What follows belongs to an exercise in optimizing a design on an open flow for small area; a production flow would make more cautious choices. RTL that was checked went through simulation tests only; none was proved equivalent to the original. Only the layout flow was run in runs 3 and 4; the RTL was not checked for function there. No activity file was given, so power comes from the tool's default toggle rates.

<file path="flow/design.v">
module axi_dma_mc_sched #(
  parameter int NUM_CH     = 4,
  parameter int AXI_ADDR_W = 32,
  parameter int AXI_DATA_W = 128,
  parameter int LEN_W      = 24,
  parameter int MAX_BURST  = 16,
  parameter int MAX_OUT    = 8
) (
  input  logic                   clk,
  input  logic                   rst_n,
  input  logic [NUM_CH-1:0]            ch_req_valid,
  output logic [NUM_CH-1:0]            ch_req_ready,
  input  logic [NUM_CH*AXI_ADDR_W-1:0] ch_req_src,
  input  logic [NUM_CH*AXI_ADDR_W-1:0] ch_req_dst,
  input  logic [NUM_CH*LEN_W-1:0]      ch_req_len,
  output logic                         cmd_valid,
  input  logic                         cmd_ready,
  output logic [((NUM_CH > 1) ? $clog2(NUM_CH) : 1)-1:0] cmd_ch,
  output logic [AXI_ADDR_W-1:0]        cmd_src,
  output logic [AXI_ADDR_W-1:0]        cmd_dst,
  output logic [7:0]                   cmd_len,
  output logic                         cmd_last,
  input  logic                         cpl_valid,
  input  logic [((NUM_CH > 1) ? $clog2(NUM_CH) : 1)-1:0] cpl_ch,
  input  logic                         cpl_err,
  output logic [NUM_CH-1:0]      ch_busy,
  output logic [NUM_CH-1:0]      ch_done,
  output logic [NUM_CH-1:0]      ch_err,
  input  logic [NUM_CH-1:0]      intr_en,
  input  logic [NUM_CH-1:0]      intr_clr,
  output logic                   intr_pend,
  output logic                   proto_err
);
  localparam int AW = 28;
  localparam int RW = 20;
  logic [3:0]    busy_q, iss_q, done_q, err_q, stat_q;
  logic [3:0]    out_q [4];
  logic          intr_pend_q, proto_err_q, cmd_valid_q;
  logic [1:0]    ptr_q;
  logic [AW-1:0] src_q [4];
  logic [AW-1:0] dst_q [4];
  logic [RW-1:0] rem_q [4];
  logic [AW-1:0] cmd_src_q, cmd_dst_q;
  logic [3:0]    cmd_len_q;
  logic          cmd_last_q;
  logic [3:0] elig, gnt;
  logic [1:0] gnt_idx;
  logic       any_elig, take, load;
  always_comb begin
    for (int i = 0; i < 4; i++) elig[i] = iss_q[i] & ~out_q[i][3];
  end
  always_comb begin
    case (ptr_q)
      2'd0: gnt = elig[1] ? 4'b0010 : elig[2] ? 4'b0100 : elig[3] ? 4'b1000 : {3'b000, elig[0]};
      2'd1: gnt = elig[2] ? 4'b0100 : elig[3] ? 4'b1000 : elig[0] ? 4'b0001 : {2'b00, elig[1], 1'b0};
      2'd2: gnt = elig[3] ? 4'b1000 : elig[0] ? 4'b0001 : elig[1] ? 4'b0010 : {1'b0, elig[2], 2'b00};
      default: gnt = elig[0] ? 4'b0001 : elig[1] ? 4'b0010 : elig[2] ? 4'b0100 : {elig[3], 3'b000};
    endcase
    gnt_idx  = {gnt[3] | gnt[2], gnt[3] | gnt[1]};
    any_elig = |elig;
  end
  assign take = ~cmd_valid_q | cmd_ready;
  assign load = any_elig & take;
  logic [AW-1:0] s_src, s_dst, n_src, n_dst;
  logic [RW-1:0] s_rem, n_rem;
  logic [3:0]    s_m1, d_m1, r_m1, m1;
  logic          r_small, c_sd, c_sr, c_dr, pick_s, pick_d, pick_r, last, pg_s, pg_d;
  logic [4:0]    s_lo, d_lo, r_lo;
  logic [AW-5:0] s_hi_inc, d_hi_inc;
  logic [RW-5:0] r_hi_dec;
  always_comb begin
    s_src = '0;
    s_dst = '0;
    s_rem = '0;
    for (int i = 0; i < 4; i++) begin
      s_src = s_src | ({AW{gnt[i]}} & ~src_q[i]);
      s_dst = s_dst | ({AW{gnt[i]}} & ~dst_q[i]);
      s_rem = s_rem | ({RW{gnt[i]}} & ~rem_q[i]);
    end
    s_m1    = (s_src[7:4] == 4'hF) ? ~s_src[3:0] : 4'hF;
    d_m1    = (s_dst[7:4] == 4'hF) ? ~s_dst[3:0] : 4'hF;
    r_m1    = (s_rem[RW-1:4] == '0) ? (s_rem[3:0] - 4'd1) : 4'hF;
    r_small = (s_rem[RW-1:5] == '0) && (!s_rem[4] || (s_rem[3:0] == 4'd0));
    c_sd    = (s_m1 <= d_m1);
    c_sr    = (s_m1 < r_m1);
    c_dr    = (d_m1 < r_m1);
    pick_s  = c_sd & c_sr;
    pick_d  = ~c_sd & c_dr;
    pick_r  = ~(pick_s | pick_d);
    m1      = ({4{pick_s}} & s_m1) | ({4{pick_d}} & d_m1) | ({4{pick_r}} & r_m1);
    last    = r_small & pick_r;
    pg_s    = (s_src[7:4] == 4'hF) & c_sd & ~(r_m1 < s_m1);
    pg_d    = (s_dst[7:4] == 4'hF) & ~c_sd & c_dr | (s_dst[7:4] == 4'hF) & (d_m1 == s_m1) & ~(r_m1 < d_m1);
    n_src   = {s_src[AW-1:8] + {{(AW-9){1'b0}}, pg_s}, s_src[7:0] + {4'd0, m1} + 8'd1};
    n_dst   = {s_dst[AW-1:8] + {{(AW-9){1'b0}}, pg_d}, s_dst[7:0] + {4'd0, m1} + 8'd1};
    n_rem   = s_rem - {{(RW-4){1'b0}}, m1} - 1'b1;
  end
  always_ff @(posedge clk) begin
    for (int i = 0; i < 4; i++) begin
      logic ld, up, hd;
      ld = ~busy_q[i];
      up = busy_q[i] & load & gnt[i];
      hd = busy_q[i] & ~(load & gnt[i]);
      src_q[i] <= ~(({AW{ld}} & ch_req_src[i*32+4 +: AW]) | ({AW{up}} & n_src) | ({AW{hd}} & ~src_q[i]));
      dst_q[i] <= ~(({AW{ld}} & ch_req_dst[i*32+4 +: AW]) | ({AW{up}} & n_dst) | ({AW{hd}} & ~dst_q[i]));
      rem_q[i] <= ~(({RW{ld}} & ch_req_len[i*24+4 +: RW]) | ({RW{up}} & n_rem) | ({RW{hd}} & ~rem_q[i]));
    end
  end
  always_ff @(posedge clk) begin
    if (take) begin
      cmd_src_q  <= s_src;
      cmd_dst_q  <= s_dst;
      cmd_len_q  <= m1;
      cmd_last_q <= last;
    end
  end
  logic [3:0] cpl_hit, dec, acc, zlen, issue_now, cnt_up, cnt_dn;
  logic [3:0] out_d [4];
  logic [3:0] stat_d;
  always_comb begin
    for (int i = 0; i < 4; i++) begin
      cpl_hit[i]   = cpl_valid && (cpl_ch == 2'(i));
      dec[i]       = cpl_hit[i] && (out_q[i] != 4'd0);
      acc[i]       = ~busy_q[i] & ch_req_valid[i];
      zlen[i]      = (ch_req_len[i*24+4 +: RW] == '0);
      issue_now[i] = load & gnt[i];
      cnt_up[i]    = issue_now[i] & ~dec[i];
      cnt_dn[i]    = dec[i] & ~issue_now[i];
      out_d[i][0]  = out_q[i][0] ^ (cnt_up[i] | cnt_dn[i]);
      out_d[i][1]  = out_q[i][1] ^ (cnt_up[i] & out_q[i][0] | cnt_dn[i] & ~out_q[i][0]);
      out_d[i][2]  = out_q[i][2] ^ (cnt_up[i] & (&out_q[i][1:0]) | cnt_dn[i] & ~(|out_q[i][1:0]));
      out_d[i][3]  = out_q[i][3] ^ (cnt_up[i] & (&out_q[i][2:0]) | cnt_dn[i] & ~(|out_q[i][2:0]));
      stat_d[i]    = (stat_q[i] & ~intr_clr[i]) | done_q[i];
    end
  end
  always_ff @(posedge clk or negedge rst_n) begin
    if (!rst_n) begin
      busy_q      <= '0;
      iss_q       <= '0;
      done_q      <= '0;
      err_q       <= '0;
      stat_q      <= '0;
      for (int i = 0; i < 4; i++) out_q[i] <= '0;
      intr_pend_q <= 1'b0;
      proto_err_q <= 1'b0;
      cmd_valid_q <= 1'b0;
      ptr_q       <= 2'd0;
    end else begin
      for (int i = 0; i < 4; i++) begin
        out_q[i] <= out_d[i];
        err_q[i] <= acc[i] ? 1'b0 : (err_q[i] | (dec[i] & cpl_err));
        if (!busy_q[i]) begin
          busy_q[i] <= ch_req_valid[i];
          iss_q[i]  <= ch_req_valid[i] & ~zlen[i];
          done_q[i] <= ch_req_valid[i] & zlen[i];
        end else if (iss_q[i]) begin
          if (issue_now[i] && last) iss_q[i] <= 1'b0;
          done_q[i] <= 1'b0;
        end else begin
          if (done_q[i]) begin
            busy_q[i] <= 1'b0;
            done_q[i] <= 1'b0;
          end else begin
            done_q[i] <= (out_q[i] == 4'd0) | ((out_q[i] == 4'd1) & cpl_hit[i]);
          end
        end
      end
      stat_q      <= stat_d;
      intr_pend_q <= |(stat_d & intr_en);
      proto_err_q <= proto_err_q | (|(cpl_hit & ~dec));
      if (take) cmd_valid_q <= any_elig;
      if (load) ptr_q <= gnt_idx;
    end
  end
  assign ch_req_ready = ~busy_q;
  assign ch_busy      = busy_q;
  assign ch_done      = done_q;
  assign ch_err       = err_q;
  assign intr_pend    = intr_pend_q;
  assign proto_err    = proto_err_q;
  assign cmd_valid    = cmd_valid_q;
  assign cmd_ch       = ptr_q;
  assign cmd_src      = {cmd_src_q, 4'd0};
  assign cmd_dst      = {cmd_dst_q, 4'd0};
  assign cmd_len      = {4'd0, cmd_len_q};
  assign cmd_last     = cmd_last_q;
endmodule
</file>
<file path="flow/flow/knobs.sh">
KNOBS=(
  "BUFFER_PORTS_ARGS=-buffer_cell sky130_fd_sc_hd__buf_1"
  "CTS_ARGS=-sink_clustering_enable -repair_clock_nets -dont_use_dummy_load -sink_clustering_size 16 -sink_clustering_max_diameter 60 -buf_list {sky130_fd_sc_hd__clkbuf_8}"
)
</file>
<file path="flow/config.mk">
export PLATFORM = sky130hd
export DESIGN_NAME = axi_dma_mc_sched
export DESIGN_NICKNAME = axi_dma_mc_sched
export VERILOG_FILES = /design/flow/design.v
export SDC_FILE = /design/flow/constraint.sdc
export NUM_CORES = 4
export LEC_CHECK = 0
export CAP_MARGIN = 20
export CORE_MARGIN = 2
export CORE_UTILIZATION = 60
export SLEW_MARGIN = 20
</file>
<file path="flow/flow/run.sh">
#!/bin/bash
# Own layout flow: the standard ORFS flow (standard.sh), with
#  - synthesis run unchanged except that ABC uses an area-oriented mapping script
#    (flow/abc_area.script) and Yosys does not pre-extract half/full adder cells, so
#    ABC maps that logic too. Registers are mapped by dfflibmap before ABC, so they
#    are the standard synthesis's registers, with the same names and cells;
#  - port buffers of the smallest buffer cell;
#  - a clock tree of clkbuf_8 cells, without dummy loads.
# Each tool's output goes to a log file of its own in the work folder.
set -euo pipefail
W=$(pwd)
rm -rf "$W/orfs_scripts"
cp -r "$FLOW_HOME/scripts" "$W/orfs_scripts"
cp "$W/flow/abc_area.script" "$W/orfs_scripts/abc_area.script"
bash standard.sh SCRIPTS_DIR="$W/orfs_scripts" ABC_AREA=1 ADDER_MAP_FILE= synth > "$W/flow_synth.log" 2>&1
source "$W/flow/knobs.sh"
bash standard.sh "${KNOBS[@]}" finish > "$W/flow_layout.log" 2>&1
</file>
<file path="flow/flow/abc_area.script">
strash; &get -n; &fraig -x; &put; scorr; dc2; dretime; strash; &get -n; &dch -f; &nf -R 1000; &put; strash; dc2; &get -n; &dch -f; &nf -R 1000; &put; strash; &get -n; &dch -f; &nf -R 1000 -p; &put; topo
</file>
<file path="flow/constraint.sdc">
create_clock -name core_clock -period 9.0 [get_ports {clk}]
set_input_delay 1.8000 -clock core_clock [delete_from_list [all_inputs] [get_ports {clk}]]
set_output_delay 1.8000 -clock core_clock [all_outputs]
set_load 0.01 [all_outputs]
</file>
<file path="flow/standard.sh">
#!/bin/bash
# synth_recipe.tcl (not shown) runs the flow's synth.tcl, then flattens the netlist and writes it again
# the make line also repeats each setting of config.mk as NAME=value (left out here)
make -C /OpenROAD-flow-scripts/flow DESIGN_CONFIG=/design/flow/config.mk WORK_HOME=/design/flow/orfs CLKGATE_MAP_FILE= SYNTH_SCRIPT=/design/flow/synth_recipe.tcl "${@:-finish}"
</file>
==> results of run 1 <==
-- sequential cells by signal, indices dropped and copies added, names as in the netlist --
name / flops
out_q: 16
cmd_src_q: 28
cmd_valid_q: 1
cmd_dst_q: 28
dst_q: 112
ptr_q: 2
cmd_last_q: 1
busy_q: 4
src_q: 112
stat_q: 4
err_q: 4
proto_err_q: 1
done_q: 4
iss_q: 4
cmd_len_q: 4
rem_q: 80
intr_pend_q: 1
-- synth_stat cells (5+ instances only) --
master and count:
nand2b_1 16, or2_0 5, edfxtp_1 61, a21o_1 6
a221oi_1 37, nand3_1 17, nand2_1 72, buf_4 12
o22a_1 6, dfxtp_1 304, o21ai_0 76, nand4_1 9
o22ai_1 343, and3_1 15, dfrtp_1 41, nor2_1 266
nor2b_1 17, nor4_1 28, and2_0 11, a211oi_1 8
nor3_1 18, xor2_1 39, o221ai_1 5, clkinv_1 22
a21oi_1 282, xnor2_1 53
-- per-stage QoR --
stage                     setup WS, ns  power [uW]  util (%)  area (sq um)  instances
after floorplan                 0.0539        5410         -         16800       1815
after global placement           0.127        6470      69.2         19100       2628
after detailed placement       -0.0656        6590      69.2         19100       2628
after CTS                       0.0223        7480      70.9         19600       2662
after global routing           -0.0526        8100      71.4         19700       2680
final                            0.455        7680      71.5         19700       2683
-- placed cells by master (no fill, tap or decap), types with 3 or more instances in the layout --
cell	netlist	final
o22ai_1	343	343
dfxtp_1	304	304
a21o_1	6	6
nor2b_1	17	13
nor4_1	28	26
xnor2_1	53	52
nor2_1	266	264
nor2b_2	0	3
nand4_1	9	9
nand2_1	72	65
or2_0	5	3
nand3_1	17	16
clkinv_1	22	18
a21oi_1	282	281
diode_2	0	18
o21ai_0	76	73
and2_0	11	10
buf_4	12	48
conb_1	1	12
nand2b_1	16	14
nand2_4	0	5
clkbuf_8	0	31
nor3_1	18	15
o22a_1	6	6
a211oi_1	8	8
o221ai_1	5	5
or3_1	4	3
nand3b_1	4	4
a32o_1	4	4
xor2_1	39	39
inv_2	0	4
a221oi_1	37	35
and3_1	15	14
dfrtp_1	41	40
edfxtp_1	61	61
buf_1	0	403
-- worst paths after layout --
kind / slack [ns] / startpoint / cells past startpoint / to
setup reg to reg: 0.45 / out_q[2][3] / 38 / src_q[0][27]
hold / removal: 0.49 / out_q[3][2] / 1 / out_q[3][2]
max in group asynchronous: 7.05 / rst_n / 1 / iss_q[0]
hold reg to reg: 0.49 / out_q[3][2] / 1 / out_q[3][2]
setup / recovery: 0.45 / out_q[2][3] / 38 / src_q[0][27]
min in group asynchronous: 1.31 / rst_n / 1 / err_q[1]
-- power breakdown --
| part | internal (uW) | switching [uW] | total, uW | leakage, uW |
|---|---|---|---|---|
| logic | 1250 | 2410 | 3670 | 0.00298 |
| registers | 2710 | 423 | 3130 | 0.00365 |
| clock network | 307 | 575 | 881 | 0.000223 |
| total | 4260 | 3410 | 7680 | 0.00685 |
-- layer usage --
| metal | up-vias | wire [um] |
|---|---|---|
| li1 | 7875 | - |
| met1 | 8288 | 23100 |
| met2 | 1343 | 27900 |
| met3 | 233 | 7820 |
| met4 | 2 | 3130 |
| met5 | - | 6 |
-- critical path, delay by kind of cell, from the launching register on --
family	cells	cell delay, ns
compound gates	11	1.69
xor+xnor	2	0.52
fa+ha+maj	1	0.39
buf+inv	1	0.26
flops	1	0.42
simple gates	23	5.10
-- logic make-up (layout without fill, tap and decap cells) --
logic type | after synthesis | in the layout | synth area share (%)
xor+xnor | 92 | 92 | 4.81
other cells | 1 | 30 | 0.0224
simple gates | 490 | 490 | 13.1
fa+ha+maj | 2 | 2 | 0.120
buf+inv | 34 | 506 | 1.03
compound gates | 779 | 779 | 27.5
flops | 406 | 406 | 53.4
-- cell type report --
cell class	count	area share (%)
antenna	18	0.228
clock buffer	31	2.16
sequential	406	45.3
inverter	22	0.418
multi-input combinational	1375	39.9
timing repair buffer	453	9.61
tap	378	2.40
-- timing repair --
| action | CTS | global route |
|---|---|---|
| cloned | 0 | 0 |
| buffers inserted | 3 | 3 |
| resized for setup | 3 | 25 |
| endpoints found under the setup margin | 8 | 47 |
| pin swaps | 1 | 5 |
==> flow_metrics.tcl, run 1 <==
set metrics [dict create \
    synth_area_leaders "dfxtp_1, o22ai_1, edfxtp_1" \
    clock_path_buffers 3 \
    hold_violations 0 \
    dp_hpwl_mm 38.8 \
    synth_cell_types 47 \
    placementRows 61 \
    gp_congestion 0.954 \
    met3_usage_pct 9.37 \
    viasPerCell 6.61 \
    fin_tns_setup_ns 0 \
    fin_crit_ns 8.55 \
    crit_path_top_delay_cell "or4_4" \
    vias 17700 \
    grt_max_degree 78 \
    grt_use_met1_pct 52.8 \
    syn_inst 1804 \
    yosysWarnings 6 \
    path_common_cell "o21ai_0" \
    regArea_sq_um 8940 \
    grt_pass1_vias 16700 \
    setup_viol 0 \
    initial_core_util_pct 60.6 \
    die_h_um 171 \
    initialDrtViolationCount 2488 \
    ys.flop_type "dfxtp_1" \
    cts.sinks 406 \
    maxSlewViolCount 0 \
    max_freq_mhz 117 \
    drive_above_1_share_pct 5.33 \
    nNetsFinal 2660 \
    die_w_um 171 \
    clk_pin_slew_worst_paths_ns 0.11 \
    cts_max_level 1 \
    start_kind "flop" \
    antenna_found_initial 16 \
    ys_async_sr_fraction_pct 10.1 \
    drt-pass1-iter-count 6 \
    worst-setup-path-type "flop to flop" \
    synth_top_area_cell "dfxtp_1" \
    coreArea_sq_um 27600 \
    use_met2_pct 62.1 \
    hp-class "flop to flop" \
    io_pins 465 \
    worstPathRequired_ns 9.46 \
    power_per_cell_area_nw_per_um2 389 \
    hold_ws_ns 0.492 \
    critPathMaxFanout 14 \
    avgSynthCellArea_sq_um 9.28 \
    crit_path_end_kind "flop" \
    relSlewSlack_pct 19.6 \
    tightest_slew_ns 1.21 \
    dieArea_sq_um 29300 \
    yosysSeqAreaShare_pct 53.4 \
    nFillCells 2339 \
    antenna_left 0 \
    clock_skew_ns 0.0401 \
    synth_edf_count 61 \
    p_leak_uw 0.00685 \
    status "timing/DRC/antenna clean" \
    wl_mm 62.0 \
    io_buffers 404 \
    cp.arrival_ns 9.01 \
    busiest_layer "met2" \
    gr-total-overflow 0 \
    ir_drop_mv 0.206 \
    syn-cell-area_sq_um 16700 \
    worst_skew_pair.late_latency_ns 0.63 \
    finalCritPeriodShare_pct 94.9 \
    grt_pass1_wl_mm 91.5 \
    maxCapViolCount 0 \
    cts_buffers 31 \
    detail_route.wl_per_cell_um 23.1 \
    syn2layout_area_growth_pct 17.9 \
    netlist.area_leader.share_pct 36.3 \
    root_buffer "clkbuf_8" \
    tritoncts "done" \
    multi_input_area_sq_um 7880 \
    ys_ff_latch 406 \
    ctsHoldBuffers 0 \
    grt_usage_pct 40.3 \
    cpPeakStageDelay_ns 0.47 \
    route.detailed.drc 0 \
]
==> run 2, diff against run 1 <==
==> flow/flow/abc_area.script (replaced) <==
strash; &get -n; &fraig -x; &put; scorr; dc2; dretime; strash; &get -n; &dch -f; &nf -R 1000 -C 32 -p; &put; strash; dc2; &get -n; &dch -f; &nf -R 1000 -C 32 -p; &put; strash; &get -n; &dch -f; &nf -R 1000 -C 32 -p; &put; topo
==> run 2 against run 1 <==
Setup slack better by 0.093 ns. Critical endpoint is now src_q[1][27]. Critical path depth is 3 higher. Flip-flop and latch count stayed put. Highest routed layer unchanged. Total power is 7.4% lower. Final cell count is 3.8% lower. Area after synthesis is 0.40% lower. Wire length is 2.1% higher. Sequential power hardly changed. Combinational power is 17% lower. Final area is 1.5% higher. Maximum frequency is 1.1% higher. Non-clock buffer count is 23 higher.
==> flow_metrics.tcl, run 2 <==
set metrics [dict create \
    cp.arrival_ns 8.93 \
    maxCapViolCount 0 \
    drt-pass1-iter-count 6 \
    grt_usage_pct 41.7 \
    netlist_top_cells_count "dfxtp_1, a21oi_1, o22ai_1" \
    cpPeakStageDelay_ns 0.44 \
    gp_congestion 0.884 \
    viasPerCell 6.85 \
    ys.flop_type "dfxtp_1" \
    cts_buffers 35 \
    maxSlewViolCount 0 \
    worst_skew_pair.late_latency_ns 0.57 \
    finalCritPeriodShare_pct 93.9 \
    route.detailed.drc 0 \
    io_pins 465 \
    worst-setup-path-type "flop to flop" \
    yosysSeqAreaShare_pct 53.6 \
    coreArea_sq_um 27600 \
    path_common_cell "nor2_1" \
    p_leak_uw 0.00694 \
    layout_common_cells "buf_1, dfxtp_1, a21oi_1, o22ai_1, nor2_1" \
    fin_crit_ns 8.45 \
    tightest_slew_ns 1.16 \
    setup_viol 0 \
    dp_slack_ns -0.259 \
    tritoncts "done" \
    yosysMostFrequentCell "dfxtp_1" \
    initialDrtViolationCount 2263 \
    clock_path_buffers 3 \
    clock_skew_ns 0.0456 \
    layout_commonest_cell "buf_1" \
    worstPathRequired_ns 9.48 \
    placedInstanceArea_sq_um 19200 \
    grt_max_degree 77 \
    nNetsFinal 2553 \
    ys_async_sr_fraction_pct 10.1 \
    cts_max_level 2 \
    vias 17700 \
    detail_route.wl_per_cell_um 24.5 \
    synth_area_leaders "dfxtp_1, edfxtp_1, o22ai_1" \
    hold_violations 0 \
    placementRows 61 \
    antenna_left 0 \
    avgSynthCellArea_sq_um 9.99 \
    hold_ws_ns 0.478 \
    ir_drop_mv 0.183 \
    syn-cell-area_sq_um 16700 \
    status "timing/DRC/antenna clean" \
    drive_above_1_share_pct 6.88 \
    antenna_found_initial 19 \
    start_kind "flop" \
    syn_inst 1669 \
    netlist.area_leader.share_pct 36.5 \
    root_buffer "clkbuf_8" \
    clk_pin_slew_worst_paths_ns 0.10 \
    crit_path_top_delay_cell "or3_1" \
    max_freq_mhz 118 \
    dieArea_sq_um 29100 \
    syn2layout_area_growth_pct 20.2 \
    critPathMaxFanout 12 \
    wl_mm 63.2 \
    synth_cell_types 47 \
    postLayoutCellArea_sq_um 20000 \
    synth_edf_count 61 \
    yosysWarnings 6 \
    setup_ws_ns 0.548 \
    crit_path_end_kind "flop" \
    ctsHoldBuffers 0 \
    hp-class "flop to flop" \
    ys_ff_latch 406 \
    gr-total-overflow 0 \
    dp_hpwl_mm 38.8 \
    grt_pass1_vias 17200 \
    reg_top3 "dst_q x112, src_q x112, rem_q x80" \
    synth_top_area_cell "dfxtp_1" \
    die_h_um 171 \
    power_per_cell_area_nw_per_um2 355 \
    die_w_um 171 \
    grt_pass1_wl_mm 93.7 \
    io_buffers 404 \
    initial_core_util_pct 60.5 \
    relSlewSlack_pct 22.8 \
    cts.sinks 406 \
]
==> run 2: changes by cell type after synthesis, sizes merged, moves of 7 or more <==
| cell | change |
|---|---|
| xnor2 | +7 |
| a221oi | +8 |
| nor4 | -9 |
| a21oi | -11 |
| o22ai | -74 |
| o21ai | -61 |
| nor2 | -130 |
| o221ai | +65 |
| o22a | +67 |
| nand3 | +7 |
==> run 2: path summary, 6_finish.rpt <==
path	startpoint	end	slack, ns	depth (start not counted)
min in group asynchronous	rst_n	ptr_q[1]	1.37	1
max in group asynchronous	rst_n	done_q[2]	7.04	1
max reg2reg	out_q[3][3]	src_q[1][27]	0.55	41
min reg2reg	stat_q[2]	stat_q[2]	0.48	1
min	stat_q[2]	stat_q[2]	0.48	1
max	out_q[3][3]	src_q[1][27]	0.55	41
==> run 2: critical path: cells and delay by family (launching register included) <==
kind / cells / cell delay (ns)
AO/OA/AOI/OAI: 10 / 1.92
flip-flops: 1 / 0.43
adder cells (fa/ha/maj): 1 / 0.40
AND/OR/NAND/NOR: 26 / 4.84
buffers and inverters: 3 / 0.54
XOR/XNOR: 1 / 0.24
==> run 2: layer usage <==
layer,GRT usage [%],wire length [um],vias up
met4,25.8,3440,4
li1,-,-,7675
met1,52.0,23400,8332
met3,9.02,7800,246
met2,66.1,28500,1431
met5,0,24,-
==> run 2: power by group <==
group / switching, uW / total [uW] / internal (uW)
combinational: 1910 / 3030 / 1130
sequential: 431 / 3130 / 2700
clock: 596 / 946 / 351
total: 2930 / 7110 / 4170
==> run 2: timing repair <==
| action | 4_1_cts | 5_1_grt |
|---|---|---|
| gates cloned | 1 | 0 |
| setup endpoints to repair | 8 | 25 |
| resized for setup | 6 | 28 |
| pin swaps | 1 | 3 |
| buffers inserted | 3 | 5 |
==> run 2: metrics by stage <==
| stage | total power, uW | setup TNS, ns | utilization [%] | std cells |
|---|---|---|---|---|
| after CTS | 6910 | 0 | 71.7 | 2551 |
| after global routing | 7460 | -0.0680 | 72.6 | 2570 |
| after floorplan | 5000 | 0 | - | 1680 |
| after global placement | 5860 | 0 | 69.7 | 2512 |
| final | 7110 | 0 | 72.7 | 2581 |
| after detailed placement | 5970 | -1.26 | 69.7 | 2512 |
==> run 2: cell type report <==
class / instances / area (sq um)
flip-flops and latches: 406 / 8940
multi-input cells: 1239 / 7830
fillers: 2194 / 7510
repair buffers: 476 / 2160
clock buffers: 35 / 482
well taps: 378 / 473
inverters: 24 / 92.6
diodes: 23 / 57.6
==> run 2: cells by family (layout without fill, tap and decap cells) <==
| kind of cell | count (synthesis) | in the layout | synth area share [%] |
|---|---|---|---|
| buffers and inverters | 36 | 535 | 1.08 |
| other | 1 | 35 | 0.0225 |
| flip-flops | 406 | 406 | 53.6 |
| XOR/XNOR | 93 | 93 | 4.88 |
| AND/OR/NAND/NOR | 347 | 347 | 9.64 |
| AO/OA/AOI/OAI | 781 | 782 | 30.4 |
| adder cells (fa/ha/maj) | 5 | 5 | 0.300 |
==> run 3, diff against run 2 <==
--- a/flow/design.v
+++ b/flow/design.v
@@ -62,4 +62,6 @@
   assign take = ~cmd_valid_q | cmd_ready;
   assign load = any_elig & take;
+  logic [3:0] sel;
+  assign sel = gnt & {4{take}};
   logic [AW-1:0] s_src, s_dst, n_src, n_dst;
   logic [RW-1:0] s_rem, n_rem;
@@ -74,7 +76,7 @@
     s_rem = '0;
     for (int i = 0; i < 4; i++) begin
-      s_src = s_src | ({AW{gnt[i]}} & ~src_q[i]);
-      s_dst = s_dst | ({AW{gnt[i]}} & ~dst_q[i]);
-      s_rem = s_rem | ({RW{gnt[i]}} & ~rem_q[i]);
+      s_src = s_src | ({AW{sel[i]}} & ~src_q[i]);
+      s_dst = s_dst | ({AW{sel[i]}} & ~dst_q[i]);
+      s_rem = s_rem | ({RW{sel[i]}} & ~rem_q[i]);
     end
     s_m1    = (s_src[7:4] == 4'hF) ? ~s_src[3:0] : 4'hF;
@@ -100,6 +102,6 @@
       logic ld, up, hd;
       ld = ~busy_q[i];
-      up = busy_q[i] & load & gnt[i];
-      hd = busy_q[i] & ~(load & gnt[i]);
+      up = sel[i];
+      hd = busy_q[i] & ~sel[i];
       src_q[i] <= ~(({AW{ld}} & ch_req_src[i*32+4 +: AW]) | ({AW{up}} & n_src) | ({AW{hd}} & ~src_q[i]));
       dst_q[i] <= ~(({AW{ld}} & ch_req_dst[i*32+4 +: AW]) | ({AW{up}} & n_dst) | ({AW{hd}} & ~dst_q[i]));
@@ -108,10 +110,8 @@
   end
   always_ff @(posedge clk) begin
-    if (take) begin
-      cmd_src_q  <= s_src;
-      cmd_dst_q  <= s_dst;
-      cmd_len_q  <= m1;
-      cmd_last_q <= last;
-    end
+    cmd_src_q  <= s_src | ({AW{~take}} & cmd_src_q);
+    cmd_dst_q  <= s_dst | ({AW{~take}} & cmd_dst_q);
+    cmd_len_q  <= ({4{take}} & m1) | ({4{~take}} & cmd_len_q);
+    cmd_last_q <= (take & last) | (~take & cmd_last_q);
   end
   logic [3:0] cpl_hit, dec, acc, zlen, issue_now, cnt_up, cnt_dn;
@@ -124,5 +124,5 @@
       acc[i]       = ~busy_q[i] & ch_req_valid[i];
       zlen[i]      = (ch_req_len[i*24+4 +: RW] == '0);
-      issue_now[i] = load & gnt[i];
+      issue_now[i] = sel[i];
       cnt_up[i]    = issue_now[i] & ~dec[i];
       cnt_dn[i]    = dec[i] & ~issue_now[i];
==> flow/flow/abc_area.script (replaced) <==
strash; &get -n; &fraig -x; &put; scorr; dc2; dretime; strash; &get -n; &dch -f; &nf -R 1000; &put; strash; dc2; &get -n; &dch -f; &nf -R 1000; &put; strash; &get -n; &dch -f; &nf -R 1000 -p; &put; topo
==> run 3 against run 2 <==
Critical path depth down 4. Sequential power fell by 2%. Clock power fell by 2.4%. Sequential share of layout area down 1.9 points. Area after synthesis down 2.4%. Final area fell by 2.1%. Setup slack worse by 0.077 ns. Clock skew shrank 0.0026 ns. Wire length decreased by 9.1%. Worst hold slack worse by 0.034 ns. Via count rose by 0.50%. Combinational power increased by 49%. Critical path type is now primary input to flop.
==> flow_metrics.tcl, run 3 <==
set metrics [dict create \
    yosysWarnings 6 \
    synth_edf_count 5 \
    grt_max_degree 78 \
    path_buf_inv 3 \
    hold_violations 0 \
    placedInstanceArea_sq_um 19000 \
    antenna_found_initial 23 \
    ys_async_sr_fraction_pct 10.1 \
    worst_skew_pair.late_latency_ns 0.57 \
    viasPerCell 6.56 \
    syn2layout_area_growth_pct 20.5 \
    grt_pass1_wl_mm 87.0 \
    fin_crit_ns 8.53 \
    die_h_um 169 \
    drt-pass1-iter-count 5 \
    status "timing/DRC/antenna clean" \
    die_w_um 169 \
    antenna_left 0 \
    ys.flop_type "dfxtp_1" \
    rrSetupSlack_ns 0.96 \
    start_kind "primary input" \
    ctsHoldBuffers 0 \
    r2r_cells 33 \
    yosysSeqAreaShare_pct 51.5 \
    worst-setup-path-type "primary input to flop" \
    route.detailed.drc 0 \
    placementRows 60 \
    gr-total-overflow 0 \
    synth_cell_types 42 \
    crit_path_top_delay_cell "or4_1" \
    rsz0062_at_grt "false" \
    setup_viol 0 \
    cts.sinks 406 \
    whs_path_depth 2 \
    layout_common_cells "o22ai_1, buf_1, dfxtp_1" \
    nNetsFinal 2718 \
    vias 17800 \
    gp_congestion 0.908 \
    netlist_top_cells_count "o22ai_1, dfxtp_1, a21oi_1" \
    io_buffers 404 \
    nFillCells 2247 \
    ir_drop_mv 0.433 \
    grt_usage_pct 38.3 \
    dp_hpwl_mm 38.0 \
    clk_pin_slew_worst_paths_ns 0.09 \
    ys_ff_latch 406 \
    cts_max_level 2 \
    synth_top_area_cell "dfxtp_1" \
    postLayoutCellArea_sq_um 19600 \
    crit_path_end_kind "flop" \
    cp.arrival_ns 9.00 \
    power_per_cell_area_nw_per_um2 434 \
    tightest_slew_ns 1.19 \
    dieArea_sq_um 28500 \
    maxCapViolCount 0 \
    maxSlewViolCount 0 \
    critPathMaxFanout 12 \
    initial_core_util_pct 60.7 \
    avgSynthCellArea_sq_um 8.87 \
    reg_top3 "dst_q x112, src_q x112, rem_q x80" \
    yosysMostFrequentCell "o22ai_1" \
    detail_route.wl_per_cell_um 21.2 \
    cts_buffers 35 \
    p_leak_uw 0.00714 \
    clock_path_buffers 3 \
    relSlewSlack_pct 20.5 \
    grt_pass1_vias 16800 \
    path_depth 37 \
    critPathTopFamily "simple AND/OR/NAND/NOR gates" \
    final_util_pct 73.2 \
    syn-cell-area_sq_um 16300 \
    tritoncts "done" \
    clock_skew_ns 0.0431 \
    syn_inst 1836 \
    layout_commonest_cell "o22ai_1" \
    cpPeakStageDelay_ns 0.58 \
    finalCritPeriodShare_pct 94.8 \
    initialDrtViolationCount 1928 \
    hp-class "flop to flop" \
    worstPathRequired_ns 9.47 \
    netlist.area_leader.share_pct 44.3 \
    coreArea_sq_um 26800 \
    drive_above_1_share_pct 6.74 \
    root_buffer "clkbuf_8" \
    wl_mm 57.5 \
    synth_area_leaders "dfxtp_1, o22ai_1, a21oi_1" \
    io_pins 465 \
    max_freq_mhz 117 \
]
-- run 3: cell types whose count changed after synthesis, sizes merged, moves of 8 or more --
cell,change
nand2,+104
a21oi,+55
a221oi,-45
o221ai,-66
o22ai,+182
o22a,-70
o21ai,+16
nor2b,-8
xnor2,-10
edfxtp,-56
a211oi,-9
dfxtp,+56
a21o,+12
nor2,+22
-- run 3: worst paths after layout --
check | start | to
max | cmd_ready | src_q[2][27]
max in group asynchronous | rst_n | out_q[3][2]
max reg2reg | ptr_q[1] | src_q[2][27]
min reg2reg | cmd_dst_q[23] | cmd_dst_q[23]
min in group asynchronous | rst_n | err_q[1]
min | cmd_dst_q[23] | cmd_dst_q[23]
-- run 3: worst register-to-register path: cells and delay by family (launching register included) --
family	cells	cell delay, ns
XOR/XNOR	1	0.25
AND/OR/NAND/NOR	23	5.54
buffers and inverters	1	0.30
flip-flops	1	0.46
AO/OA/AOI/OAI	8	1.41
-- run 3: layout make-up --
class | instances | area, sq um | share of cell area [%]
antenna | 22 | 55.1 | 0.281
timing repair buffer | 474 | 2090 | 10.7
multi-input combinational | 1412 | 8110 | 41.3
tap | 341 | 427 | 2.18
sequential | 406 | 8380 | 42.7
clock buffer | 35 | 482 | 2.46
inverter | 18 | 67.6 | 0.344
-- run 3: cells by family after synthesis --
logic type | synth area share [%]
AOI/OAI and AO/OA | 30.3
and+or+nand+nor | 12.6
DFF | 51.5
other | 0.0230
xor gates and xnor gates | 4.36
buffers and inverters | 0.968
adders and majority gates | 0.184
-- run 3: what timing repair did --
item	in CTS	in global routing
setup endpoints to repair	0	18
setup buffers	0	3
endpoints found under the hold margin	0	0
resized for setup	0	1
-- run 3: stage by stage --
stage	power, uW	TNS (ns)	hold slack, ns	std cells	setup slack, ns
floorplan	6080	-292.50	0.445	1847	-2.29
global route	9040	0	0.460	2702	0.0590
finish	8510	0	0.444	2708	0.470
global placement	7290	0	0.430	2647	0.0747
CTS	8370	0	0.445	2682	0.479
detailed placement	7470	-0.273	0.433	2647	-0.0718
-- run 3: power breakdown --
group          switching [uW]  total, uW  internal [uW]
sequential                449       3070           2630
combinational            2880       4510           1630
clock                     573        923            350
-- run 3: layer usage --
layer	GRT usage [%]	up-vias	part of all wire (%)
li1	-	8078	-
met1	49.1	8388	39
met2	62.1	1131	46
met3	7.88	172	11
met4	18.6	8	4.3
met5	0	-	0.096
==> run 4, diff against run 3 <==
==> flow/flow/knobs.sh (replaced) <==
KNOBS=(
  "BUFFER_PORTS_ARGS=-buffer_cell sky130_fd_sc_hd__buf_1"
  "CTS_ARGS=-sink_clustering_enable -repair_clock_nets -dont_use_dummy_load -sink_clustering_size 16 -sink_clustering_max_diameter 60 -buf_list {sky130_fd_sc_hd__clkbuf_8}"
  "REMOVE_ABC_BUFFERS=1"
)
==> run 4 against run 3 <==
Clock skew increased by 0.017 ns. Via count decreased by 1.3%. Critical endpoint is now dst_q[3][27]. Die area is the same. Synthesized cell count did not move. Worst hold slack got worse by 0.00067 ns. Setup slack worse by 0.016 ns. Highest routed layer unchanged. Still clean on timing, DRC and antenna. Combinational power decreased by 2%. Utilization decreased by 0.19 points. Clock power rose by 1%. Register-to-register slack got worse by 0.09 ns. Global-route usage down 0.26 points.
==> flow_metrics.tcl, run 4 <==
set metrics [dict create \
    placementRows 60 \
    syn2layout_area_growth_pct 20.2 \
    maxSlewViolCount 0 \
    cpPeakStageDelay_ns 0.50 \
    avgSynthCellArea_sq_um 8.87 \
    maxCapViolCount 0 \
    tightest_slew_ns 1.21 \
    detail_route.wl_per_cell_um 20.9 \
    rsz0062_at_grt "false" \
    synth_cell_types 42 \
    dp_cells 2674 \
    clock_skew_ns 0.0605 \
    path_common_cell "nand2_1" \
    cts_buffers 35 \
    ys_async_sr_fraction_pct 10.1 \
    drt-pass1-iter-count 6 \
    relSlewSlack_pct 19.6 \
    finalCritPeriodShare_pct 94.9 \
    gr-total-overflow 0 \
    clock_path_buffers 3 \
    route.detailed.drc 0 \
    yosysSeqAreaShare_pct 51.5 \
    layout_common_cells "o22ai_1, buf_1, dfxtp_1" \
    crit_path_top_delay_cell "or4_1" \
    power_per_cell_area_nw_per_um2 431 \
    critPathMaxFanout 12 \
    ys_ff_latch 406 \
    die_h_um 169 \
    status "timing/DRC/antenna clean" \
    coreArea_sq_um 26800 \
    die_w_um 169 \
    max_freq_mhz 117 \
    synth_top_area_cell "dfxtp_1" \
    start_kind "primary input" \
    initialDrtViolationCount 1731 \
    grt_pass1_vias 16600 \
    vias 17500 \
    antenna_found_initial 14 \
    stdcell_count 2726 \
    hold_violations 0 \
    initial_core_util_pct 60.7 \
    nFillCells 2240 \
    io_buffers 404 \
    synth_area_leaders "dfxtp_1, o22ai_1, a21oi_1" \
    hp-class "flop to flop" \
    crit_path_end_kind "flop" \
    netlist.area_leader.share_pct 44.3 \
    wl_mm 57.0 \
    dp_hpwl_mm 37.4 \
    ir_drop_mv 0.516 \
    syn_inst 1836 \
    layout_commonest_cell "o22ai_1" \
    cts_setup_buffers 0 \
    power_uw 8440 \
    yosysWarnings 6 \
    grt_pass1_wl_mm 86.3 \
    cp.arrival_ns 8.96 \
    dieArea_sq_um 28500 \
    yosysMostFrequentCell "o22ai_1" \
    worst-setup-path-type "primary input to flop" \
    fin_crit_ns 8.55 \
    synth_edf_count 5 \
    grt_usage_pct 38.1 \
    worstPathRequired_ns 9.41 \
    cts_max_level 2 \
    io_pins 465 \
    netlist_top_cells_count "o22ai_1, dfxtp_1, a21oi_1" \
    setup_viol 0 \
    gp_congestion 0.928 \
    reg_top3 "dst_q x112, src_q x112, rem_q x80" \
    postLayoutCellArea_sq_um 19600 \
    root_buffer "clkbuf_8" \
    antenna_left 0 \
    grt_max_degree 78 \
    clk_pin_slew_worst_paths_ns 0.09 \
    ctsHoldBuffers 0 \
    ys.flop_type "dfxtp_1" \
    nNetsFinal 2742 \
    drive_above_1_share_pct 6.29 \
    cts-resized-gates 0 \
    tritoncts "done" \
    placedInstanceArea_sq_um 19000 \
    syn-cell-area_sq_um 16300 \
    viasPerCell 6.44 \
    worst_skew_pair.late_latency_ns 0.57 \
    p_leak_uw 0.00716 \
    cts.sinks 406 \
]
run 4: final cells by class:
class	count	area [sq um]	share of cell area (%)
clock buffer	35	482	2.46
timing repair buffer	498	2280	11.6
multi-input combinational	1412	7890	40.3
inverter	18	67.6	0.345
sequential	406	8380	42.8
tap	341	427	2.18
antenna	16	40.0	0.205
run 4: critical path: cells and delay by family:
family                    cells  cell delay, ns
AOI/OAI and AO/OA            10            1.88
xor gates and xnor gates      1            0.23
buffers and inverters         3            0.44
and+or+nand+nor              20            4.58
run 4: path summary, 6_finish.rpt:
kind	start	end	depth (start not counted)	slack, ns
setup / recovery	cmd_ready	dst_q[3][27]	34	0.45
hold / removal	cmd_src_q[20]	cmd_src_q[20]	2	0.44
setup reg to reg	ptr_q[1]	dst_q[3][27]	31	0.87
hold reg to reg	cmd_src_q[20]	cmd_src_q[20]	2	0.44
max in group asynchronous	rst_n	err_q[3]	1	7.06
min in group asynchronous	rst_n	intr_pend_q	1	1.35
run 4: kinds of logic (layout without fill, tap and decap cells):
family	after synthesis	count (layout)	share of synthesized area, %
AND/OR/NAND/NOR	466	466	12.6
flip-flops	406	406	51.5
buffers and inverters	30	551	0.968
XOR/XNOR	81	81	4.36
adder cells (fa/ha/maj)	3	3	0.184
AO/OA/AOI/OAI	849	850	30.3
other	1	28	0.0230
run 4: stage by stage:
stage                     hold slack (ns)  worst slack, ns  utilization, %  setup TNS, ns
final                               0.443            0.455            73.0              0
after floorplan                     0.445            -6.82               -       -1696.04
after detailed placement            0.431           -0.167            70.9          -1.55
after global routing                0.460          0.00835            72.9              0
after CTS                           0.447            0.374            72.7              0
after global placement              0.425          -0.0754            70.9         -0.398
run 4: power by group:
group | internal, uW | switching, uW | total (uW)
registers | 2620 | 438 | 3060
clock network | 350 | 585 | 935
logic | 1620 | 2830 | 4440
run 4: layer usage:
| layer | share of wire (%) | global-route usage, % | routed length (um) |
|---|---|---|---|
| met2 | 46 | 61.5 | 26500 |
| met5 | 0.068 | 0 | 39 |
| met3 | 10 | 7.06 | 5860 |
| met4 | 3.9 | 18.5 | 2230 |
| met1 | 39 | 49.5 | 22400 |
==> run 5, diff against run 4 <==
--- a/flow/design.v
+++ b/flow/design.v
@@ -67,5 +67,5 @@
   logic [RW-1:0] s_rem, n_rem;
   logic [3:0]    s_m1, d_m1, r_m1, m1;
-  logic          r_small, c_sd, c_sr, c_dr, pick_s, pick_d, pick_r, last, pg_s, pg_d;
+  logic          r_small, c_sd, c_sr, c_dr, pick_s, pick_d, pick_r, last, pg_s, pg_d, rb;
   logic [4:0]    s_lo, d_lo, r_lo;
   logic [AW-5:0] s_hi_inc, d_hi_inc;
@@ -96,5 +96,6 @@
     n_src   = {s_src[AW-1:8] + {{(AW-9){1'b0}}, pg_s}, s_src[7:0] + {4'd0, m1} + 8'd1};
     n_dst   = {s_dst[AW-1:8] + {{(AW-9){1'b0}}, pg_d}, s_dst[7:0] + {4'd0, m1} + 8'd1};
-    n_rem   = s_rem - {{(RW-4){1'b0}}, m1} - 1'b1;
+    rb      = (s_rem[3:0] <= s_m1) & (s_rem[3:0] <= d_m1) & (s_rem[3:0] <= r_m1);
+    n_rem   = {s_rem[RW-1:4] - {{(RW-5){1'b0}}, rb}, s_rem[3:0] - m1 - 4'd1};
   end
   always_ff @(posedge clk) begin
@@ -112,6 +113,8 @@
     cmd_src_q  <= s_src | ({AW{~take}} & cmd_src_q);
     cmd_dst_q  <= s_dst | ({AW{~take}} & cmd_dst_q);
-    cmd_len_q  <= ({4{take}} & m1) | ({4{~take}} & cmd_len_q);
-    cmd_last_q <= (take & last) | (~take & cmd_last_q);
+    if (take) begin
+      cmd_len_q  <= m1;
+      cmd_last_q <= last;
+    end
   end
   logic [3:0] cpl_hit, dec, acc, zlen, issue_now, cnt_up, cnt_dn;
==> flow/flow/knobs.sh (replaced) <==
KNOBS=(
  "BUFFER_PORTS_ARGS=-buffer_cell sky130_fd_sc_hd__buf_1"
  "CTS_ARGS=-sink_clustering_enable -repair_clock_nets -dont_use_dummy_load -sink_clustering_size 16 -sink_clustering_max_diameter 60 -buf_list {sky130_fd_sc_hd__clkbuf_8}"
)
--- a/flow/config.mk
+++ b/flow/config.mk
@@ -8,4 +8,4 @@
 export CAP_MARGIN = 20
 export CORE_MARGIN = 2
-export CORE_UTILIZATION = 60
+export CORE_UTILIZATION = 50
 export SLEW_MARGIN = 20
==> run 5 against run 4 <==
Still clean. Area after synthesis grew 0.85%. Clock skew shrank 0.0065 ns. Die area grew 21%. Largest cell class unchanged.
==> flow_metrics.tcl, run 5 <==
set metrics [dict create \
    status "timing/DRC/antenna clean" \
    worst_skew_pair.late_latency_ns 0.58 \
    multi_input_area_sq_um 8350 \
    dieArea_sq_um 34300 \
    cts-resized-gates 0 \
    r2r_cells 29 \
    whs_path_depth 2 \
    initial_core_util_pct 50.6 \
    grt_max_degree 77 \
    clock_path_buffers 3 \
    dp_hpwl_mm 39.4 \
    clock_skew_ns 0.0540 \
    r2r_start "iss_q[2]" \
    hold_violations 0 \
    layout_common_cells "o22ai_1, buf_1, dfxtp_1" \
    grt_pass1_vias 16300 \
    start_kind "primary input" \
    crit_path_end_kind "flop" \
    drt-pass1-iter-count 7 \
    final_util_pct 61.0 \
    cts_setup_buffers 0 \
    detail_route.wl_per_cell_um 21.6 \
    ir_drop_mv 0.328 \
    clk_pin_slew_worst_paths_ns 0.08 \
    syn_inst 1849 \
    antenna_found_initial 20 \
    synth_area_leaders "dfxtp_1, o22ai_1, a21oi_1" \
    io_buffers 404 \
    ys.flop_type "dfxtp_1" \
    route.detailed.drc 0 \
    ys_ff_latch 406 \
    synth_top_area_cell "dfxtp_1" \
    fin_crit_ns 8.16 \
    netlist_top_cells_count "o22ai_1, dfxtp_1, a21oi_1" \
    finalCritPeriodShare_pct 90.7 \
    vias 17200 \
    maxCapViolCount 0 \
    power_uw 8890 \
    relSlewSlack_pct 24.5 \
    holdPathEnd "cmd_src_q[14]" \
    wl_mm 60.1 \
    grt_pass1_wl_mm 90.0 \
    min_from "cmd_src_q[14]" \
    cts.sinks 406 \
    synth_edf_count 5 \
    antenna_left 0 \
    regArea_sq_um 8380 \
    layout_commonest_cell "o22ai_1" \
    worstPathRequired_ns 9.48 \
    fin_tns_setup_ns 0 \
    drive_above_1_share_pct 6.53 \
    gp_congestion 0.914 \
    critPathMaxFanout 21 \
    ctsHoldBuffers 0 \
    hp-class "flop to flop" \
    yosysMostFrequentCell "o22ai_1" \
    tritoncts "done" \
    placementRows 66 \
    root_buffer "clkbuf_8" \
    viasPerCell 6.18 \
    setup_viol 0 \
    placedInstanceArea_sq_um 19200 \
    cts_buffers 37 \
    power_per_cell_area_nw_per_um2 449 \
    nFillCells 3066 \
    cts_max_level 2 \
    p_leak_uw 0.00702 \
    ys_async_sr_fraction_pct 10.1 \
    max_freq_mhz 123 \
    yosysWarnings 6 \
    syn2layout_area_growth_pct 20.5 \
    die_h_um 185 \
    cp.arrival_ns 8.64 \
    nNetsFinal 2702 \
    rrSetupSlack_ns 1.29 \
    maxSlewViolCount 0 \
    syn-cell-area_sq_um 16400 \
    reg_top3 "dst_q x112, src_q x112, rem_q x80" \
    io_pins 465 \
    initialDrtViolationCount 1439 \
    avgSynthCellArea_sq_um 8.88 \
    yosysSeqAreaShare_pct 51.1 \
    r2r-end "dst_q[0][26]" \
    rsz0062_at_grt "false" \
    tightest_slew_ns 1.13 \
    synth_cell_types 50 \
    coreArea_sq_um 32500 \
    die_w_um 185 \
    worst-setup-path-type "primary input to flop" \
    gr-total-overflow 0 \
    postLayoutCellArea_sq_um 19800 \
    grt_usage_pct 33.9 \
    netlist.area_leader.share_pct 43.9 \
]
==> run 5: routing by layer <==
layer,vias up,part of all wire [%],GRT usage (%)
li1,8094,-,-
met5,-,0.14,0
met4,14,3.2,13.8
met2,786,46,54.6
met3,139,10,9.02
met1,8173,41,43.3
==> run 5: cell type report <==
cell class,count,area share [%]
flip-flops and latches,406,42.4
multi-input cells,1424,42.2
clock buffers,37,2.57
repair buffers,444,9.54
well taps,442,2.79
inverters,18,0.367
diodes,14,0.177
==> run 5: critical path: stages <==
cell and delay [ns]:
buf_1 0.13, nor2b_4 0.07, or4_4 0.70, o22ai_1 0.24
nor2_1 0.12, or4_4 0.61, or2_4 0.33, xnor2_2 0.23
o21a_1 0.18, a221oi_2 0.04, a311oi_2 0.31, nand2_1 0.19
a21oi_2 0.27, nor2b_4 0.21, nor2b_4 0.16, nand3b_1 0.21
nor4_2 0.45, nand2_1 0.15, or2_1 0.31, or3_4 0.36
or2_4 0.29, or3_4 0.35, or2_4 0.27, nor3_4 0.15
nand2b_1 0.21, o22ai_1 0.10, a21oi_1 0.18
==> run 5: worst max path at each step <==
stage               startpoint      endpoint  slack (ns)  cells past startpoint
global route         cmd_ready  dst_q[0][26]        0.42                     29
detailed placement   cmd_ready  dst_q[3][27]        0.29                     27
finish               cmd_ready  dst_q[0][26]        0.84                     27
floorplan             ptr_q[1]  dst_q[0][27]       -2.44                     30
global placement     cmd_ready  dst_q[0][27]        0.37                     29
CTS                  cmd_ready  dst_q[0][26]        0.85                     29
==> run 5: cells by family after synthesis <==
family                   synth area share (%)
AO/OA/AOI/OAI                            30.2
XOR/XNOR                                 4.32
adder cells (fa/ha/maj)                 0.305
buffers and inverters                   0.960
flip-flops                               51.1
multiplexers                           0.0610
other                                  0.0228
AND/OR/NAND/NOR                          13.0
==> run 5: through the flow <==
stage               std cells  hold WS [ns]  setup WS (ns)
finish                   2785         0.438          0.840
global route             2780         0.460          0.418
CTS                      2770         0.441          0.851
detailed placement       2733         0.429          0.287
global placement         2733         0.424          0.374
floorplan                1860         0.445          -2.44
==> run 5: report_power, final <==
group,internal [uW],switching (uW)
combinational,1700,3060
clock,369,601
sequential,2690,470
total,4760,4130
==> run 6, diff against run 5 <==
--- a/flow/config.mk
+++ b/flow/config.mk
@@ -8,4 +8,4 @@
 export CAP_MARGIN = 20
 export CORE_MARGIN = 2
-export CORE_UTILIZATION = 50
+export CORE_UTILIZATION = 66
 export SLEW_MARGIN = 20
==> run 6 against run 5 <==
Still clean. Non-clock buffer count is 7 lower. Register-to-register slack worse by 0.17 ns. Flip-flop and latch count stayed put. Total power is 0.61% lower. Setup slack worse by 0.12 ns. Maximum frequency is 1.4% lower. Sequential power hardly changed. Combinational power hardly changed. Critical path type unchanged. Critical endpoint is now dst_q[1][26]. Largest cell class unchanged.
==> flow_metrics.tcl, run 6 <==
set metrics [dict create \
    grt_max_degree 85 \
    grt_pass1_vias 17000 \
    postLayoutCellArea_sq_um 19500 \
    stdcell_count 2649 \
    r2r_start "iss_q[2]" \
    fin_crit_ns 8.28 \
    dp_slack_ns 0.244 \
    p_leak_uw 0.00694 \
    dp_hpwl_mm 37.6 \
    setup_ws_ns 0.720 \
    coreArea_sq_um 24400 \
    tightest_slew_ns 1.19 \
    multi_input_area_sq_um 8350 \
    cts_max_level 1 \
    initialDrtViolationCount 2263 \
    gr-total-overflow 0 \
    route.detailed.drc 0 \
    ctsHoldBuffers 0 \
    cts_buffers 31 \
    cts-resized-gates 0 \
    ys_async_sr_fraction_pct 10.1 \
    syn-cell-area_sq_um 16400 \
    synth_area_leaders "dfxtp_1, o22ai_1, a21oi_1" \
    power_per_cell_area_nw_per_um2 454 \
    nFillCells 1770 \
    die_w_um 162 \
    worst_skew_pair.late_latency_ns 0.62 \
    tritoncts "done" \
    dp_cells 2608 \
    dieArea_sq_um 26200 \
    start_kind "primary input" \
    worst-setup-path-type "primary input to flop" \
    hold_violations 0 \
    synth_cell_types 50 \
    syn2layout_area_growth_pct 18.6 \
    cpPeakStageDelay_ns 0.67 \
    ys_ff_latch 406 \
    placementRows 57 \
    clock_path_buffers 3 \
    yosysMostFrequentCell "o22ai_1" \
    grt_usage_pct 42.1 \
    crit_path_end_kind "flop" \
    synth_edf_count 5 \
    detail_route.wl_per_cell_um 21.9 \
    gp_congestion 0.918 \
    vias 17800 \
    crit_start "cmd_ready" \
    antenna_left 0 \
    viasPerCell 6.74 \
    setup_viol 0 \
    rsz0062_at_grt "false" \
    placedInstanceArea_sq_um 19000 \
    relSlewSlack_pct 20.8 \
    nNetsFinal 2689 \
    max_freq_mhz 121 \
    ys.flop_type "dfxtp_1" \
    antenna_found_initial 9 \
    synth_top_area_cell "dfxtp_1" \
    critPathMaxFanout 54 \
    maxSlewViolCount 0 \
    initial_core_util_pct 67.3 \
    root_buffer "clkbuf_8" \
    wl_mm 57.9 \
    ir_drop_mv 0.478 \
    clk_pin_slew_worst_paths_ns 0.10 \
    grt_pass1_wl_mm 88.3 \
    yosysSeqAreaShare_pct 51.1 \
    io_buffers 404 \
    regArea_sq_um 8380 \
    status "timing/DRC/antenna clean" \
    cts.sinks 406 \
    finalCritPeriodShare_pct 92.0 \
    layout_commonest_cell "o22ai_1" \
    maxCapViolCount 0 \
    layout_common_cells "o22ai_1, buf_1, dfxtp_1" \
    crit_path_top_delay_cell "or3_4" \
    fin_tns_setup_ns 0 \
    reg_top3 "dst_q x112, src_q x112, rem_q x80" \
    worstPathRequired_ns 9.53 \
    syn_inst 1849 \
    yosysWarnings 6 \
    cts_setup_buffers 0 \
    netlist.area_leader.share_pct 43.9 \
    drive_above_1_share_pct 6.00 \
    avgSynthCellArea_sq_um 8.88 \
    die_h_um 162 \
    hp-class "flop to flop" \
    netlist_top_cells_count "o22ai_1, dfxtp_1, a21oi_1" \
    cp.arrival_ns 8.82 \
    io_pins 465 \
    drt-pass1-iter-count 6 \
    min_from "cmd_dst_q[21]" \
    clock_skew_ns 0.0375 \
]
run 6: cell types whose count changed in the layout (fill, tap and decap cells not counted):
cell and change:
inv_2 +4, buf_2 -1, clkinv_2 -4, diode_2 -5, buf_16 -1, buf_4 -6
clkbuf_8 -6, clkbuf_2 +1
run 6: cells by family after synthesis:
family / synth area share (%)
AO/OA/AOI/OAI: 30.2
XOR/XNOR: 4.32
adder cells (fa/ha/maj): 0.305
buffers and inverters: 0.960
flip-flops: 51.1
multiplexers: 0.0610
other: 0.0228
AND/OR/NAND/NOR: 13.0
run 6: worst paths after layout:
check | slack, ns | cells past startpoint | end
min in group asynchronous | 1.06 | 1 | out_q[3][0]
max | 0.72 | 28 | dst_q[1][26]
max in group asynchronous | 7.45 | 2 | iss_q[3]
max reg2reg | 1.12 | 30 | dst_q[1][26]
min | 0.44 | 2 | cmd_dst_q[21]
min reg2reg | 0.44 | 2 | cmd_dst_q[21]
run 6: worst max-delay path: cells and delay by family:
| kind | cells | cell delay (ns) |
|---|---|---|
| AOI/OAI and AO/OA | 7 | 1.40 |
| and+or+nand+nor | 19 | 5.28 |
| xor gates and xnor gates | 1 | 0.16 |
| buffers and inverters | 1 | 0.15 |
run 6: layout make-up:
cell class	count	share of cell area [%]
Clock buffer	31	2.19
Sequential cell	406	43.1
Antenna cell	9	0.116
Inverter	18	0.347
Timing Repair Buffer	437	9.33
Tap cell	324	2.08
Multi-Input combinational cell	1424	42.9
run 6: metrics by stage:
stage	utilization, %	power, uW	hold slack [ns]
after global routing	79.8	9360	0.464
after floorplan	-	6430	0.445
after detailed placement	77.9	7790	0.427
final	79.8	8830	0.440
after CTS	79.6	8660	0.442
after global placement	77.9	7570	0.425
run 6: power breakdown:
group | internal [uW] | switching [uW]
registers | 2680 | 484
clock network | 307 | 567
logic | 1680 | 3110
run 6: per-layer routing:
metal  share of wire (%)  global-route usage (%)  routed length (um)  vias up
met3                  12                    9.12                6850      219
met2                  46                    69.2               26700     1267
met1                  37                    52.6               21200     8307
met5               0.071                       0                  41        -
met4                 5.2                    21.5                3010        6
li1                    -                       -                   -     8046
==> run 7, diff against run 6 <==
--- a/flow/config.mk
+++ b/flow/config.mk
@@ -8,4 +8,4 @@
 export CAP_MARGIN = 20
 export CORE_MARGIN = 2
-export CORE_UTILIZATION = 66
+export CORE_UTILIZATION = 60
 export SLEW_MARGIN = 20
==> run 7 against run 6 <==
Final area grew 0.40%. Final cell count up 0.98%. Still clean on timing, DRC and antenna. Count of clock-buffer cells in the layout grew 3. Combinational power shrank 1%. Utilization decreased by 7.1 points.
==> flow_metrics.tcl, run 7 <==
set metrics [dict create \
    maxSlewViolCount 0 \
    ys.flop_type "dfxtp_1" \
    switching_power_uw 4100 \
    gp_congestion 0.901 \
    cpPeakStageDelay_ns 0.71 \
    crit_path_end_kind "flop" \
    power_uw 8790 \
    synth_cell_types 50 \
    r2r_cells 30 \
    crit_path_top_delay_cell "or3_4" \
    die_w_um 169 \
    power_per_cell_area_nw_per_um2 450 \
    wl_mm 57.7 \
    cp.arrival_ns 8.79 \
    setup_ws_ns 0.692 \
    nNetsFinal 2692 \
    p_leak_uw 0.00696 \
    finalCritPeriodShare_pct 92.3 \
    synth_area_leaders "dfxtp_1, o22ai_1, a21oi_1" \
    dp_cells 2626 \
    maxCapViolCount 0 \
    worst_skew_pair.late_latency_ns 0.57 \
    antenna_found_initial 19 \
    max_freq_mhz 120 \
    gr-total-overflow 0 \
    synth_top_area_cell "dfxtp_1" \
    switching_share_pct 46.6 \
    critPathMaxFanout 53 \
    io_pins 465 \
    ir_drop_mv 0.257 \
    yosysMostFrequentCell "o22ai_1" \
    synth_edf_count 5 \
    clk_pin_slew_worst_paths_ns 0.10 \
    start_kind "primary input" \
    fin_tns_setup_ns 0 \
    status "timing/DRC/antenna clean" \
    netlist.area_leader.share_pct 43.9 \
    viasPerCell 6.55 \
    layout_commonest_cell "o22ai_1" \
    p_comb_share_pct 53.6 \
    syn_inst 1849 \
    coreArea_sq_um 26900 \
    fin_crit_ns 8.31 \
    dp_slack_ns 0.231 \
    initialDrtViolationCount 1753 \
    ctsHoldBuffers 0 \
    whs_path_depth 2 \
    grt_pass1_wl_mm 87.5 \
    multi_input_area_sq_um 8350 \
    placementRows 60 \
    clock_power_share_pct 10.5 \
    ys_ff_latch 406 \
    dp_hpwl_mm 37.7 \
    nFillCells 2176 \
    relSlewSlack_pct 20.9 \
    cts_setup_buffers 0 \
    ys_async_sr_fraction_pct 10.1 \
    drt-pass1-iter-count 8 \
    hold_violations 0 \
    dieArea_sq_um 28700 \
    clock_skew_ns 0.0398 \
    io_buffers 404 \
    yosysWarnings 6 \
    p_int_uw 4700 \
    grt_usage_pct 38.5 \
    antenna_left 0 \
    rsz0062_at_grt "false" \
    avgSynthCellArea_sq_um 8.88 \
    critPathTopFamily "simple AND/OR/NAND/NOR gates" \
    reg_top3 "dst_q x112, src_q x112, rem_q x80" \
    detail_route.wl_per_cell_um 21.6 \
    hp-class "flop to flop" \
    netlist_top_cells_count "o22ai_1, dfxtp_1, a21oi_1" \
    cts_buffers 34 \
    syn-cell-area_sq_um 16400 \
    tritoncts "done" \
    initial_core_util_pct 61.1 \
    tightest_slew_ns 1.19 \
    cts_max_level 2 \
    clock_path_buffers 3 \
    worstPathRequired_ns 9.48 \
    regArea_sq_um 8380 \
    route.detailed.drc 0 \
    grt_max_degree 77 \
    stdcell_count 2675 \
    path_buf_inv 1 \
    drive_above_1_share_pct 6.12 \
    grt_pass1_vias 16700 \
    vias 17500 \
    cts.sinks 406 \
    cts-resized-gates 0 \
    syn2layout_area_growth_pct 19.1 \
    path_depth 31 \
    layout_common_cells "o22ai_1, buf_1, dfxtp_1" \
    die_h_um 169 \
    yosysSeqAreaShare_pct 51.1 \
    pwr-share-seq_pct 35.9 \
    hold_ws_ns 0.440 \
    root_buffer "clkbuf_8" \
    worst-setup-path-type "primary input to flop" \
    setup_viol 0 \
]
## run 7: cell types whose count changed in the layout (fill, tap and decap cells not counted)
| cell | change |
|---|---|
| buf_2 | +1 |
| clkbuf_8 | +3 |
| diode_2 | +6 |
| clkbuf_2 | -1 |
## run 7: logic make-up (layout without fill, tap and decap cells)
family,count (synthesis),after routing,synth area share (%)
AND/OR/NAND/NOR,481,481,13.0
XOR/XNOR,81,81,4.32
AO/OA/AOI/OAI,844,844,30.2
multiplexers,1,1,0.0610
other,1,27,0.0228
flip-flops,406,406,51.1
buffers and inverters,30,489,0.960
adder cells (fa/ha/maj),5,5,0.305
## run 7: worst register-to-register path, delay by kind of cell, from the launching register on
kind	cells	cell delay, ns
and+or+nand+nor	20	5.42
DFF	1	0.40
AOI/OAI and AO/OA	8	1.39
xor gates and xnor gates	1	0.23
buffers and inverters	1	0.26
## run 7: worst paths after layout
kind | startpoint | endpoint | slack [ns]
max | cmd_ready | dst_q[0][26] | 0.69
min | cmd_dst_q[21] | cmd_dst_q[21] | 0.44
max reg2reg | iss_q[2] | dst_q[0][26] | 1.23
min reg2reg | cmd_dst_q[21] | cmd_dst_q[21] | 0.44
max in group asynchronous | rst_n | ptr_q[1] | 7.01
min in group asynchronous | rst_n | out_q[2][1] | 1.37
## run 7: power by group through the flow
stage                     sequential [uW]  combinational [uW]  clock [uW]
final                                3160                4720         920
after global routing                 3240                5150         983
after CTS                            3140                4630         920
after detailed placement             3170                4610           0
after global placement               3130                4470           0
after floorplan                      3140                3290           0
## run 7: layout make-up
class	instances	area share [%]
clock buffers	34	2.39
diodes	15	0.192
flip-flops and latches	406	42.9
well taps	341	2.18
inverters	18	0.346
repair buffers	437	9.29
multi-input cells	1424	42.7
## run 7: layer usage
metal,global-route usage [%],wire length [um]
met4,18.2,2390
met5,0,69
met2,62.2,26300
met1,49.1,22500
met3,9.05,6420
## run 7: per-stage QoR
step	utilization, %	area, sq um
3_5_place_dp	70.8	19000
2_1_floorplan	-	16800
6_report	72.7	19500
4_1_cts	72.6	19500
3_3_place_gp	70.8	19000
5_1_grt	72.7	19500

==> separate check: timing with driven ports <==
How much do the figures lean on ideal ports? The routed layouts below were timed once more, with nothing changed but the port constraints. Step 1 assumes that a clkbuf_16 drives the clock port and a buf_2 every other input. Step 2 moves the port delays by t, midway between the first and last clock arrival at a register: inputs arrive t later, outputs are due t later. That takes back most of the time a late clock gives input paths. Slacks: ideal ports / drivers / drivers and shift; pairs: ideal ports / drivers.
run	shift t [ns]	setup WS [ns]	worst setup path at the end	worst slew at a driven data input, ns	cell pins on the clock port's net
run 1	0.657	0.455 / 0.455 / 0.455	register to register	0.12	1
run 2	0.599	0.548 / 0.548 / 0.548	register to register	0.12	1
run 3	0.597	0.470 / 0.491 / -0.105	input to register	0.12	1
run 4	0.587	0.455 / 0.477 / -0.110	input to register	0.12	1
run 5	0.602	0.840 / 0.862 / 0.260	input to register	0.10	1
run 6	0.646	0.720 / 0.744 / 0.098	input to register	0.11	1
run 7	0.599	0.692 / 0.719 / 0.120	input to register	0.12	1
Met with ideal ports but missed after step 2: setup timing in run 3 and run 4. The setup slack of run 6, which loses most, moves by +0.024 ns with the drivers and by -0.622 ns with both steps.
